From an optimization exercise on the open Yosys and OpenROAD flow, aimed at small area and a short achievable clock period; shortcuts taken in it are not production practice.
The RTL was checked by simulation tests, not by an equivalence proof against the original design.

[design/flow/design.v]
package tcp_frame_pkg;
	localparam int WORD_W     = 32;
	localparam int HALF_W     = 16;
	localparam int MAC_ADDR_W = 48;
	localparam int IP_ADDR_W  = 32;
	localparam int IP_VERSION      = 4;
	localparam int IP_HEAD_WORDS   = 5;
	localparam int TCP_BASE_WORDS  = 5;
	localparam int BASE_HEAD_WORDS = 13;
	localparam int ETH_HEAD_BYTES  = 14;
	localparam int IP_HEAD_BYTES   = 20;
	typedef enum logic [1:0] {
		ST_IDLE,
		ST_HEADER,
		ST_PAYLOAD
	} frame_state_t;
	typedef logic [15:0] word_idx_t;
endpackage
`timescale 1ns/1ps
module header_fields #(
	parameter int TCP_OPT_WORDS = 3
) (
	input  logic                        clk,
	input  logic                        rst_n,
	input  logic                        capture,
	input  logic [47:0]                 mac_dst,
	input  logic [47:0]                 mac_src,
	input  logic [15:0]                 mac_type,
	input  logic [7:0]                  ip_dsf,
	input  logic [15:0]                 ip_id,
	input  logic [2:0]                  ip_flag,
	input  logic [12:0]                 ip_frag_offset,
	input  logic [7:0]                  ip_ttl,
	input  logic [7:0]                  ip_prot,
	input  logic [31:0]                 ip_src,
	input  logic [31:0]                 ip_dst,
	input  logic [15:0]                 tcp_src_port,
	input  logic [15:0]                 tcp_dst_port,
	input  logic [31:0]                 tcp_seq_num,
	input  logic [31:0]                 tcp_ack_num,
	input  logic [3:0]                  tcp_head_len,
	input  logic [5:0]                  tcp_flags,
	input  logic [15:0]                 tcp_window,
	input  logic [15:0]                 tcp_urgent_ptr,
	input  logic [TCP_OPT_WORDS*32-1:0] tcp_options,
	input  logic [15:0]                 payload_len,
	input  logic [15:0]                 payload_sum,
	input  tcp_frame_pkg::word_idx_t    word_idx,
	input  logic [15:0]                 ip_chksum,
	input  logic [15:0]                 tcp_chksum,
	output logic [7:0]                  ip_dsf_q,
	output logic [15:0]                 ip_id_q,
	output logic [2:0]                  ip_flag_q,
	output logic [12:0]                 ip_frag_offset_q,
	output logic [7:0]                  ip_ttl_q,
	output logic [7:0]                  ip_prot_q,
	output logic [31:0]                 ip_src_q,
	output logic [31:0]                 ip_dst_q,
	output logic [15:0]                 ip_total_len,
	output logic [15:0]                 tcp_src_port_q,
	output logic [15:0]                 tcp_dst_port_q,
	output logic [31:0]                 tcp_seq_num_q,
	output logic [31:0]                 tcp_ack_num_q,
	output logic [3:0]                  tcp_head_len_q,
	output logic [5:0]                  tcp_flags_q,
	output logic [15:0]                 tcp_window_q,
	output logic [15:0]                 tcp_urgent_ptr_q,
	output logic [TCP_OPT_WORDS*32-1:0] tcp_options_q,
	output logic [15:0]                 payload_len_q,
	output logic [15:0]                 payload_sum_q,
	output logic [31:0]                 head_word
);
	logic [tcp_frame_pkg::MAC_ADDR_W-1:0] mac_dst_q;
	logic [tcp_frame_pkg::MAC_ADDR_W-1:0] mac_src_q;
	logic [15:0] mac_type_q;
	logic [TCP_OPT_WORDS*32-1:0] opt_masked;
	logic [(TCP_OPT_WORDS+1)*32-1:0] tail_bits;
	tcp_frame_pkg::word_idx_t tail_idx;
	always_comb begin
		opt_masked = tcp_options;
		for (int j = 0; j < TCP_OPT_WORDS; j++) begin
			if (tcp_head_len <= 4'(tcp_frame_pkg::TCP_BASE_WORDS + j))
				opt_masked[(TCP_OPT_WORDS-1-j)*32 +: 32] = '0;
		end
	end
	always_ff @(posedge clk or negedge rst_n) begin
		if (!rst_n) begin
			tcp_head_len_q <= '0;
			payload_len_q  <= '0;
		end else if (capture) begin
			tcp_head_len_q <= tcp_head_len;
			payload_len_q  <= payload_len;
		end
	end
	always_ff @(posedge clk) begin
		if (capture) begin
			mac_dst_q        <= mac_dst;
			mac_src_q        <= mac_src;
			mac_type_q       <= mac_type;
			ip_dsf_q         <= ip_dsf;
			ip_id_q          <= ip_id;
			ip_flag_q        <= ip_flag;
			ip_frag_offset_q <= ip_frag_offset;
			ip_ttl_q         <= ip_ttl;
			ip_prot_q        <= ip_prot;
			ip_src_q         <= ip_src;
			ip_dst_q         <= ip_dst;
			tcp_src_port_q   <= tcp_src_port;
			tcp_dst_port_q   <= tcp_dst_port;
			tcp_seq_num_q    <= tcp_seq_num;
			tcp_ack_num_q    <= tcp_ack_num;
			tcp_flags_q      <= tcp_flags;
			tcp_window_q     <= tcp_window;
			tcp_urgent_ptr_q <= tcp_urgent_ptr;
			tcp_options_q    <= opt_masked;
			payload_sum_q    <= payload_sum;
		end
	end
	assign ip_total_len = 16'(tcp_frame_pkg::IP_HEAD_BYTES) + {10'b0, tcp_head_len_q, 2'b00}
		+ payload_len_q;
	assign tail_bits = {tcp_urgent_ptr_q, tcp_options_q, 16'h0};
	assign tail_idx  = word_idx - tcp_frame_pkg::word_idx_t'(tcp_frame_pkg::BASE_HEAD_WORDS);
	always_comb begin
		case (word_idx)
			16'd0:   head_word = mac_dst_q[47:16];
			16'd1:   head_word = {mac_dst_q[15:0], mac_src_q[47:32]};
			16'd2:   head_word = mac_src_q[31:0];
			16'd3:   head_word = {mac_type_q, 4'(tcp_frame_pkg::IP_VERSION),
				4'(tcp_frame_pkg::IP_HEAD_WORDS), ip_dsf_q};
			16'd4:   head_word = {ip_total_len, ip_id_q};
			16'd5:   head_word = {ip_flag_q, ip_frag_offset_q, ip_ttl_q, ip_prot_q};
			16'd6:   head_word = {ip_chksum, ip_src_q[31:16]};
			16'd7:   head_word = {ip_src_q[15:0], ip_dst_q[31:16]};
			16'd8:   head_word = {ip_dst_q[15:0], tcp_src_port_q};
			16'd9:   head_word = {tcp_dst_port_q, tcp_seq_num_q[31:16]};
			16'd10:  head_word = {tcp_seq_num_q[15:0], tcp_ack_num_q[31:16]};
			16'd11:  head_word = {tcp_ack_num_q[15:0], tcp_head_len_q, 6'b0, tcp_flags_q};
			16'd12:  head_word = {tcp_window_q, tcp_chksum};
			default: begin
				head_word = '0;
				for (int i = 0; i <= TCP_OPT_WORDS; i++) begin
					if (tail_idx == tcp_frame_pkg::word_idx_t'(i))
						head_word = tail_bits[(TCP_OPT_WORDS-i)*32 +: 32];
				end
			end
		endcase
	end
endmodule
`timescale 1ns/1ps
module header_checksum #(
	parameter int TCP_OPT_WORDS = 3
) (
	input  logic                        clk,
	input  logic                        rst_n,
	input  logic [7:0]                  ip_dsf_q,
	input  logic [15:0]                 ip_id_q,
	input  logic [2:0]                  ip_flag_q,
	input  logic [12:0]                 ip_frag_offset_q,
	input  logic [7:0]                  ip_ttl_q,
	input  logic [7:0]                  ip_prot_q,
	input  logic [31:0]                 ip_src_q,
	input  logic [31:0]                 ip_dst_q,
	input  logic [15:0]                 ip_total_len,
	input  logic [15:0]                 tcp_src_port_q,
	input  logic [15:0]                 tcp_dst_port_q,
	input  logic [31:0]                 tcp_seq_num_q,
	input  logic [31:0]                 tcp_ack_num_q,
	input  logic [3:0]                  tcp_head_len_q,
	input  logic [5:0]                  tcp_flags_q,
	input  logic [15:0]                 tcp_window_q,
	input  logic [15:0]                 tcp_urgent_ptr_q,
	input  logic [TCP_OPT_WORDS*32-1:0] tcp_options_q,
	input  logic [15:0]                 payload_len_q,
	input  logic [15:0]                 payload_sum,
	output logic [15:0]                 ip_chksum,
	output logic [15:0]                 tcp_chksum
);
	logic [31:0] ip_sum;
	logic [31:0] ip_fold1;
	logic [31:0] ip_fold2;
	logic [31:0] tcp_sum;
	logic [31:0] tcp_fold1;
	logic [31:0] tcp_fold2;
	logic [15:0] tcp_len;
	assign tcp_len = {10'b0, tcp_head_len_q, 2'b00} + payload_len_q;
	always_comb begin
		ip_sum = {4'(tcp_frame_pkg::IP_VERSION), 4'(tcp_frame_pkg::IP_HEAD_WORDS), ip_dsf_q}
			+ ip_total_len + ip_id_q + {ip_flag_q, ip_frag_offset_q} + {ip_ttl_q, ip_prot_q}
			+ ip_src_q[31:16] + ip_src_q[15:0] + ip_dst_q[31:16] + ip_dst_q[15:0];
		tcp_sum = ip_src_q[31:16] + ip_src_q[15:0] + ip_dst_q[31:16] + ip_dst_q[15:0]
			+ {8'h0, ip_prot_q} + tcp_len;
		tcp_sum = tcp_sum + tcp_src_port_q + tcp_dst_port_q
			+ tcp_seq_num_q[31:16] + tcp_seq_num_q[15:0]
			+ tcp_ack_num_q[31:16] + tcp_ack_num_q[15:0]
			+ {tcp_head_len_q, 6'b0, tcp_flags_q} + tcp_window_q + tcp_urgent_ptr_q
			+ payload_sum;
		for (int i = 0; i < 2 * TCP_OPT_WORDS; i++)
			tcp_sum = tcp_sum + tcp_options_q[i*16 +: 16];
		ip_fold1  = ip_sum[31:16] + ip_sum[15:0];
		ip_fold2  = ip_fold1[31:16] + ip_fold1[15:0];
		tcp_fold1 = tcp_sum[31:16] + tcp_sum[15:0];
		tcp_fold2 = tcp_fold1[31:16] + tcp_fold1[15:0];
	end
	always_ff @(posedge clk or negedge rst_n) begin
		if (!rst_n) begin
			ip_chksum  <= '0;
			tcp_chksum <= '0;
		end else begin
			ip_chksum  <= ~ip_fold2[15:0];
			tcp_chksum <= ~tcp_fold2[15:0];
		end
	end
endmodule
`timescale 1ns/1ps
module frame_sequencer #(
	parameter int TCP_OPT_WORDS = 3
) (
	input  logic                     clk,
	input  logic                     rst_n,
	input  logic                     start,
	input  logic                     data_out_rd,
	input  logic [3:0]               tcp_head_len_q,
	input  logic [15:0]              payload_len_q,
	input  logic [31:0]              head_word,
	input  logic [31:0]              payload_word,
	output logic                     capture,
	output tcp_frame_pkg::word_idx_t word_idx,
	output logic                     accept,
	output logic                     in_payload,
	output logic [31:0]              data_out,
	output logic [1:0]               be_out,
	output logic                     data_out_rdy,
	output logic                     sop,
	output logic                     eop,
	output logic                     busy
);
	tcp_frame_pkg::frame_state_t state;
	logic [3:0] opt_words;
	logic [16:0] total_bytes;
	tcp_frame_pkg::word_idx_t last_idx;
	tcp_frame_pkg::word_idx_t boundary_idx;
	logic at_boundary;
	always_comb begin
		if (tcp_head_len_q <= 4'(tcp_frame_pkg::TCP_BASE_WORDS))
			opt_words = '0;
		else if (tcp_head_len_q >= 4'(tcp_frame_pkg::TCP_BASE_WORDS + TCP_OPT_WORDS))
			opt_words = 4'(TCP_OPT_WORDS);
		else
			opt_words = tcp_head_len_q - 4'(tcp_frame_pkg::TCP_BASE_WORDS);
	end
	assign total_bytes = 17'(tcp_frame_pkg::ETH_HEAD_BYTES + tcp_frame_pkg::IP_HEAD_BYTES
		+ 4 * tcp_frame_pkg::TCP_BASE_WORDS) + {11'b0, opt_words, 2'b00} + {1'b0, payload_len_q};
	assign last_idx     = tcp_frame_pkg::word_idx_t'((total_bytes - 17'd1) >> 2);
	assign boundary_idx = tcp_frame_pkg::word_idx_t'(tcp_frame_pkg::BASE_HEAD_WORDS)
		+ {12'b0, opt_words};
	assign capture      = start & (state == tcp_frame_pkg::ST_IDLE);
	assign data_out_rdy = (state != tcp_frame_pkg::ST_IDLE);
	assign busy         = data_out_rdy;
	assign accept       = data_out_rdy & data_out_rd;
	assign at_boundary  = (state == tcp_frame_pkg::ST_HEADER) & (word_idx == boundary_idx);
	assign in_payload   = at_boundary | (state == tcp_frame_pkg::ST_PAYLOAD);
	assign sop    = data_out_rdy & (word_idx == '0);
	assign eop    = data_out_rdy & (word_idx == last_idx);
	assign be_out = eop ? total_bytes[1:0] : 2'b00;
	always_comb begin
		if (state == tcp_frame_pkg::ST_PAYLOAD)
			data_out = payload_word;
		else if (at_boundary)
			data_out = {head_word[31:16], payload_word[15:0]};
		else
			data_out = head_word;
	end
	always_ff @(posedge clk or negedge rst_n) begin
		if (!rst_n) begin
			state    <= tcp_frame_pkg::ST_IDLE;
			word_idx <= '0;
		end else if (capture) begin
			state    <= tcp_frame_pkg::ST_HEADER;
			word_idx <= '0;
		end else if (accept) begin
			if (eop) begin
				state    <= tcp_frame_pkg::ST_IDLE;
				word_idx <= '0;
			end else begin
				word_idx <= word_idx + 16'd1;
				if (at_boundary)
					state <= tcp_frame_pkg::ST_PAYLOAD;
			end
		end
	end
endmodule
`timescale 1ns/1ps
module payload_aligner (
	input  logic                              clk,
	input  logic                              rst_n,
	input  logic                              capture,
	input  logic                              accept,
	input  logic                              in_payload,
	input  logic [15:0]                       payload_len_q,
	input  logic [tcp_frame_pkg::WORD_W-1:0]  data_in,
	output logic [tcp_frame_pkg::WORD_W-1:0]  payload_word,
	output logic                              data_in_rd
);
	logic [tcp_frame_pkg::HALF_W-1:0] carry;
	logic [15:0] rd_count;
	logic [15:0] words_needed;
	logic more;
	assign words_needed = 16'(({1'b0, payload_len_q} + 17'd3) >> 2);
	assign more         = rd_count < words_needed;
	assign data_in_rd   = accept & in_payload & more;
	assign payload_word = {carry, more ? data_in[31:16] : 16'h0};
	always_ff @(posedge clk or negedge rst_n) begin
		if (!rst_n)
			rd_count <= '0;
		else if (capture)
			rd_count <= '0;
		else if (data_in_rd)
			rd_count <= rd_count + 16'd1;
	end
	always_ff @(posedge clk) begin
		if (data_in_rd)
			carry <= data_in[15:0];
	end
endmodule
`timescale 1ns/1ps
module tcp_frame_top #(
	parameter int TCP_OPT_WORDS = 3
) (
	input  logic                          clk,
	input  logic                          rst_n,
	input  logic                          start,
	input  logic [47:0]                   mac_dst,
	input  logic [47:0]                   mac_src,
	input  logic [15:0]                   mac_type,
	input  logic [7:0]                    ip_dsf,
	input  logic [15:0]                   ip_id,
	input  logic [2:0]                    ip_flag,
	input  logic [12:0]                   ip_frag_offset,
	input  logic [7:0]                    ip_ttl,
	input  logic [7:0]                    ip_prot,
	input  logic [31:0]                   ip_src,
	input  logic [31:0]                   ip_dst,
	input  logic [15:0]                   tcp_src_port,
	input  logic [15:0]                   tcp_dst_port,
	input  logic [31:0]                   tcp_seq_num,
	input  logic [31:0]                   tcp_ack_num,
	input  logic [3:0]                    tcp_head_len,
	input  logic [5:0]                    tcp_flags,
	input  logic [15:0]                   tcp_window,
	input  logic [15:0]                   tcp_urgent_ptr,
	input  logic [TCP_OPT_WORDS*32-1:0]   tcp_options,
	input  logic [15:0]                   payload_len,
	input  logic [15:0]                   payload_sum,
	input  logic                          data_out_rd,
	input  logic [31:0]                   data_in,
	output logic [31:0]                   data_out,
	output logic [1:0]                    be_out,
	output logic                          data_out_rdy,
	output logic                          sop,
	output logic                          eop,
	output logic                          data_in_rd,
	output logic                          busy
);
	logic capture;
	logic accept;
	logic in_payload;
	tcp_frame_pkg::word_idx_t word_idx;
	logic [31:0] head_word;
	logic [31:0] payload_word;
	logic [15:0] ip_chksum;
	logic [15:0] tcp_chksum;
	logic [7:0]  ip_dsf_q;
	logic [15:0] ip_id_q;
	logic [2:0]  ip_flag_q;
	logic [12:0] ip_frag_offset_q;
	logic [7:0]  ip_ttl_q;
	logic [7:0]  ip_prot_q;
	logic [31:0] ip_src_q;
	logic [31:0] ip_dst_q;
	logic [15:0] ip_total_len;
	logic [15:0] tcp_src_port_q;
	logic [15:0] tcp_dst_port_q;
	logic [31:0] tcp_seq_num_q;
	logic [31:0] tcp_ack_num_q;
	logic [3:0]  tcp_head_len_q;
	logic [5:0]  tcp_flags_q;
	logic [15:0] tcp_window_q;
	logic [15:0] tcp_urgent_ptr_q;
	logic [TCP_OPT_WORDS*32-1:0] tcp_options_q;
	logic [15:0] payload_len_q;
	logic [15:0] payload_sum_q;
	header_fields #(.TCP_OPT_WORDS(TCP_OPT_WORDS)) u_fields (
		.clk(clk),
		.rst_n(rst_n),
		.capture(capture),
		.mac_dst(mac_dst),
		.mac_src(mac_src),
		.mac_type(mac_type),
		.ip_dsf(ip_dsf),
		.ip_id(ip_id),
		.ip_flag(ip_flag),
		.ip_frag_offset(ip_frag_offset),
		.ip_ttl(ip_ttl),
		.ip_prot(ip_prot),
		.ip_src(ip_src),
		.ip_dst(ip_dst),
		.tcp_src_port(tcp_src_port),
		.tcp_dst_port(tcp_dst_port),
		.tcp_seq_num(tcp_seq_num),
		.tcp_ack_num(tcp_ack_num),
		.tcp_head_len(tcp_head_len),
		.tcp_flags(tcp_flags),
		.tcp_window(tcp_window),
		.tcp_urgent_ptr(tcp_urgent_ptr),
		.tcp_options(tcp_options),
		.payload_len(payload_len),
		.payload_sum(payload_sum),
		.word_idx(word_idx),
		.ip_chksum(ip_chksum),
		.tcp_chksum(tcp_chksum),
		.ip_dsf_q(ip_dsf_q),
		.ip_id_q(ip_id_q),
		.ip_flag_q(ip_flag_q),
		.ip_frag_offset_q(ip_frag_offset_q),
		.ip_ttl_q(ip_ttl_q),
		.ip_prot_q(ip_prot_q),
		.ip_src_q(ip_src_q),
		.ip_dst_q(ip_dst_q),
		.ip_total_len(ip_total_len),
		.tcp_src_port_q(tcp_src_port_q),
		.tcp_dst_port_q(tcp_dst_port_q),
		.tcp_seq_num_q(tcp_seq_num_q),
		.tcp_ack_num_q(tcp_ack_num_q),
		.tcp_head_len_q(tcp_head_len_q),
		.tcp_flags_q(tcp_flags_q),
		.tcp_window_q(tcp_window_q),
		.tcp_urgent_ptr_q(tcp_urgent_ptr_q),
		.tcp_options_q(tcp_options_q),
		.payload_len_q(payload_len_q),
		.payload_sum_q(payload_sum_q),
		.head_word(head_word)
	);
	header_checksum #(.TCP_OPT_WORDS(TCP_OPT_WORDS)) u_checksum (
		.clk(clk),
		.rst_n(rst_n),
		.ip_dsf_q(ip_dsf_q),
		.ip_id_q(ip_id_q),
		.ip_flag_q(ip_flag_q),
		.ip_frag_offset_q(ip_frag_offset_q),
		.ip_ttl_q(ip_ttl_q),
		.ip_prot_q(ip_prot_q),
		.ip_src_q(ip_src_q),
		.ip_dst_q(ip_dst_q),
		.ip_total_len(ip_total_len),
		.tcp_src_port_q(tcp_src_port_q),
		.tcp_dst_port_q(tcp_dst_port_q),
		.tcp_seq_num_q(tcp_seq_num_q),
		.tcp_ack_num_q(tcp_ack_num_q),
		.tcp_head_len_q(tcp_head_len_q),
		.tcp_flags_q(tcp_flags_q),
		.tcp_window_q(tcp_window_q),
		.tcp_urgent_ptr_q(tcp_urgent_ptr_q),
		.tcp_options_q(tcp_options_q),
		.payload_len_q(payload_len_q),
		.payload_sum(payload_sum_q),
		.ip_chksum(ip_chksum),
		.tcp_chksum(tcp_chksum)
	);
	frame_sequencer #(.TCP_OPT_WORDS(TCP_OPT_WORDS)) u_sequencer (
		.clk(clk),
		.rst_n(rst_n),
		.start(start),
		.data_out_rd(data_out_rd),
		.tcp_head_len_q(tcp_head_len_q),
		.payload_len_q(payload_len_q),
		.head_word(head_word),
		.payload_word(payload_word),
		.capture(capture),
		.word_idx(word_idx),
		.accept(accept),
		.in_payload(in_payload),
		.data_out(data_out),
		.be_out(be_out),
		.data_out_rdy(data_out_rdy),
		.sop(sop),
		.eop(eop),
		.busy(busy)
	);
	payload_aligner u_aligner (
		.clk(clk),
		.rst_n(rst_n),
		.capture(capture),
		.accept(accept),
		.in_payload(in_payload),
		.payload_len_q(payload_len_q),
		.data_in(data_in),
		.payload_word(payload_word),
		.data_in_rd(data_in_rd)
	);
endmodule
[design/flow/run.sh]
#!/bin/bash
# synth_recipe.tcl (not shown) runs the flow's synth.tcl, then flattens the netlist and writes it again
# the make line also repeats each setting of config.mk as NAME=value (left out here)
make -C /OpenROAD-flow-scripts/flow DESIGN_CONFIG=/design/flow/config.mk WORK_HOME=/design/flow/orfs CLKGATE_MAP_FILE= SYNTH_SCRIPT=/design/flow/synth_recipe.tcl finish
[design/flow/config.mk]
export PLATFORM = sky130hd
export DESIGN_NAME = tcp_frame_top
export DESIGN_NICKNAME = tcp_frame_top
export VERILOG_FILES = /design/flow/design.v
export SDC_FILE = /design/flow/constraint.sdc
export NUM_CORES = 4
export LEC_CHECK = 0
export CAP_MARGIN = 20
export CORE_MARGIN = 2
export CORE_UTILIZATION = 40
export SLEW_MARGIN = 20
[design/flow/constraint.sdc]
create_clock -name core_clock -period 14.0 [get_ports {clk}]
set_input_delay 2.8000 -clock core_clock [delete_from_list [all_inputs] [get_ports {clk}]]
set_output_delay 2.8000 -clock core_clock [all_outputs]
set_load 0.01 [all_outputs]
==> flow_summary.yaml <==
cts:
  cts_tree: "yes"
  root_buffer: "clkbuf_16"
  insertion_delay_ns: 0.67
  cts_hold_buf: 0
  cts_sinks: 580
  post-cts-setup-buffers: 0
  post_cts_resized: 0
  h-tree-depth: 3
  cts_buffers: 71
  path_clk_slew_ns: 0.07
  max-clock-path-buffers: 3
timing:
  finClkSkew_ns: 0.04460
  finalSetupTns_ns: 0
  fin_crit_sh_pct: 86.32
  min_period_ns: 12.09
  worst_pin_slew_ns: 1.066
  max_freq_mhz: 82.75
  finalMaxSlewViolations: 0
  rsz0062_at_grt: "false"
  hold_viol: 0
  setup_viol: 0
  whs_ns: 0.5144
  slew_headroom_pct: 27.06
place:
  portBuffers: 572
  place_congestion: 0.9835
  hpwlAfterDp_microns: 121000
logic_synthesis:
  syn_area_per_cell_sq_um: 11.95
  ys_warn_count: 4
  synth_cell_type_count: 109
  syn-num-nets: 4313
  netlist_instances: 3247
  synth-seq-cells: 580
  syn-cell-area_sq_um: 38800
  synth_seq_area_share_pct: 43.78
  synthArstFlopShare_pct: 14.83
  synth_edf_count: 494
  synth_top_flop_cell: "edfxtp_1"
critical_path:
  slowest_delay_ns: 0.61
  cp-start-kind: "flip-flop"
  critical_path_class: "reg -> reg"
  end_kind: "flip-flop"
  crit_top_cell: "fa_1"
  path_max_fanout: 4
  required_ns: 14.54
  cp_slowest_cell: "or4b_1"
  arrival_ns: 12.63
global_routing:
  grt_pass1_vias: 28771
  grtUsageTotal_pct: 30.20
  grt_overflow: 0
  antenna_found_initial: 18
  grt_max_degree: 157
  grt_first_pass_wirelength_microns: 210000
layout:
  nets: 4887
  area_delta_synth_final_pct: 24.86
  drive_above_1_share_pct: 5.781
  final_cell_mix: "571 x clkdlybuf4s50_1, 509 x inv_1, 494 x edfxtp_1"
  final_common_cell: "clkdlybuf4s50_1"
detailed_routing:
  wl_per_cell_microns: 29.07
  ant_nets: 0
  post_drt_via_cell_ratio: 5.570
  drt-pass1-iter-count: 8
  via_count: 28765
  drtIter0Drc: 3568
  drc: 0
  wirelength_microns: 150100
floorplan:
  io_pins: 573
  rows: 114
  core_sq_um: 96420
  die-area_sq_um: 99510
  die_w_microns: 315.5
  start_util_pct: 40.24
  dieHeight_microns: 315.5
run_status:
  status: "complete, no violations"
hold_path:
  holdCritPathClass: "reg -> reg"
job:
  cap_violations: 0
## metrics by stage
step                      std cells  area (sq um)  utilization, %  setup WS [ns]
after floorplan                3247         38800               -          3.412
after global placement         5024         46000           47.71          2.269
after detailed placement       5024         46010           47.71          2.093
after CTS                      5151         48420           50.21          2.075
after global routing           5162         48450           50.24          1.111
final                          5164         48450           50.25          1.915
## cells by family after synthesis
family                     share of synthesized area [%]
AOI/OAI and AO/OA                                  10.83
xor gates and xnor gates                           4.495
adders and majority gates                          24.69
buffers and inverters                              6.256
DFF                                                43.78
muxes                                             0.1354
and+or+nand+nor                                    9.822
## worst max-delay path: cells and delay by family (launching register included)
kind	cells	cell delay, ns
fa+ha+maj	12	4.97
simple gates	13	2.82
compound gates	14	2.67
xor+xnor	3	0.72
flops	1	0.41
buf+inv	4	0.35
## flip-flops by register name, summed over array words and instances (netlist names), 8 cells and up
signal	count
u_fields.ip_dst_q	32
u_fields.mac_src_q	48
u_fields.mac_dst_q	48
u_fields.tcp_window_q	16
u_fields.tcp_seq_num_q	32
u_checksum.tcp_chksum	16
u_fields.payload_sum_q	16
u_aligner.rd_count	16
u_fields.ip_id_q	16
u_fields.ip_src_q	32
u_fields.ip_ttl_q	8
u_fields.tcp_urgent_ptr_q	16
u_fields.tcp_ack_num_q	32
u_fields.ip_dsf_q	8
u_fields.mac_type_q	16
u_fields.tcp_options_q	96
u_fields.tcp_dst_port_q	16
u_aligner.carry	16
u_fields.ip_frag_offset_q	13
u_checksum.ip_chksum	16
u_fields.ip_prot_q	8
u_fields.tcp_src_port_q	16
u_fields.payload_len_q	16
u_sequencer.word_idx	16
## per-layer routing
| layer | share of wire, % | up-vias | GRT usage, % |
|---|---|---|---|
| li1 | - | 12386 | - |
| met1 | 42 | 14496 | 43.28 |
| met2 | 44 | 1678 | 44.84 |
| met3 | 11 | 205 | 8.094 |
| met4 | 2.9 | 0 | 9.252 |
| met5 | 0 | - | 0 |
## synthesized netlist by cell type, types with 5 or more instances
cell type	count	area, sq um
or3_1	12	75.07
nand2b_1	18	112.6
buf_2	31	155.2
fa_1	388	7767
a31oi_1	8	50.05
a211o_1	11	96.34
buf_1	8	30.03
a211oi_1	21	157.7
o21ai_1	12	60.06
a2111oi_0	10	87.58
a221oi_1	37	324.1
xnor2_1	107	937.2
nor2_1	150	563.0
ha_1	144	1802
nand2_1	164	615.6
nand3b_1	7	52.55
nor2_2	12	75.07
a21o_1	22	165.2
a22o_1	26	227.7
dfrtp_1	86	2152
and4_1	5	43.79
nor4_1	9	56.30
o21ai_0	88	440.4
nand3_1	63	315.3
a21oi_1	106	530.5
o31ai_1	6	45.04
buf_4	9	67.56
edfxtp_1	494	14830
nor3_1	43	215.2
and2_1	79	494.2
o21a_1	19	142.6
a222oi_1	17	170.2
o211ai_1	15	112.6
o21bai_1	6	45.04
nor2b_1	50	312.8
and3_1	27	168.9
clkbuf_1	57	214.0
nand4_1	35	219.0
inv_1	509	1911
xor2_1	85	744.5
a22oi_1	128	960.9
## final timing paths
check | startpoint | endpoint | slack, ns | cells after the start
worst max register to register | u_fields.ip_src_q[0] | u_checksum.tcp_chksum[15] | 1.91 | 46
worst min-delay path | u_aligner.rd_count[15] | u_aligner.rd_count[15] | 0.51 | 1
worst min register to register | u_aligner.rd_count[15] | u_aligner.rd_count[15] | 0.51 | 1
max in group asynchronous | rst_n | u_checksum.ip_chksum[12] | 10.68 | 2
min in group asynchronous | rst_n | u_aligner.rd_count[1] | 2.04 | 1
worst max-delay path | u_fields.ip_src_q[0] | u_checksum.tcp_chksum[15] | 1.91 | 46
## cell type report
cell class              count  area (sq um)
fillers                  8616         47970
multi-input cells        2046         19480
flip-flops and latches    580         16990
repair buffers            609          6013
inverters                 513          1934
clock buffers              81          1836
well taps                1276          1597
clock inverters            46         575.6
diodes                     13         32.53

==> afterwards: timing with drivers on the ports <==
The results above use ideal ports. As a check the final layout listed here was re-extracted and re-timed, cells and wires unchanged.
Step 1, drivers: a clkbuf_16 drives clk and a buf_2 each remaining input, both assumed.
Step 2 times the ports against the registers' clock, not the clock port: input delays grow and output delays shrink by t, the midpoint of the rising clock arrivals with the driver on.
Three values: ideal ports, drivers, drivers and shift; two values: the first two.
shift t [ns]: 0.720
setup slack, ns: 1.915 / 1.915 / 1.915
latest minus earliest clock arrival (ns): 0.047 / 0.047
worst slew at a driven data input, ns: 0.14
After both steps this run still meets setup and hold. The setup slack of this run moves by 0.000 ns with the drivers and by 0.000 ns with both steps.
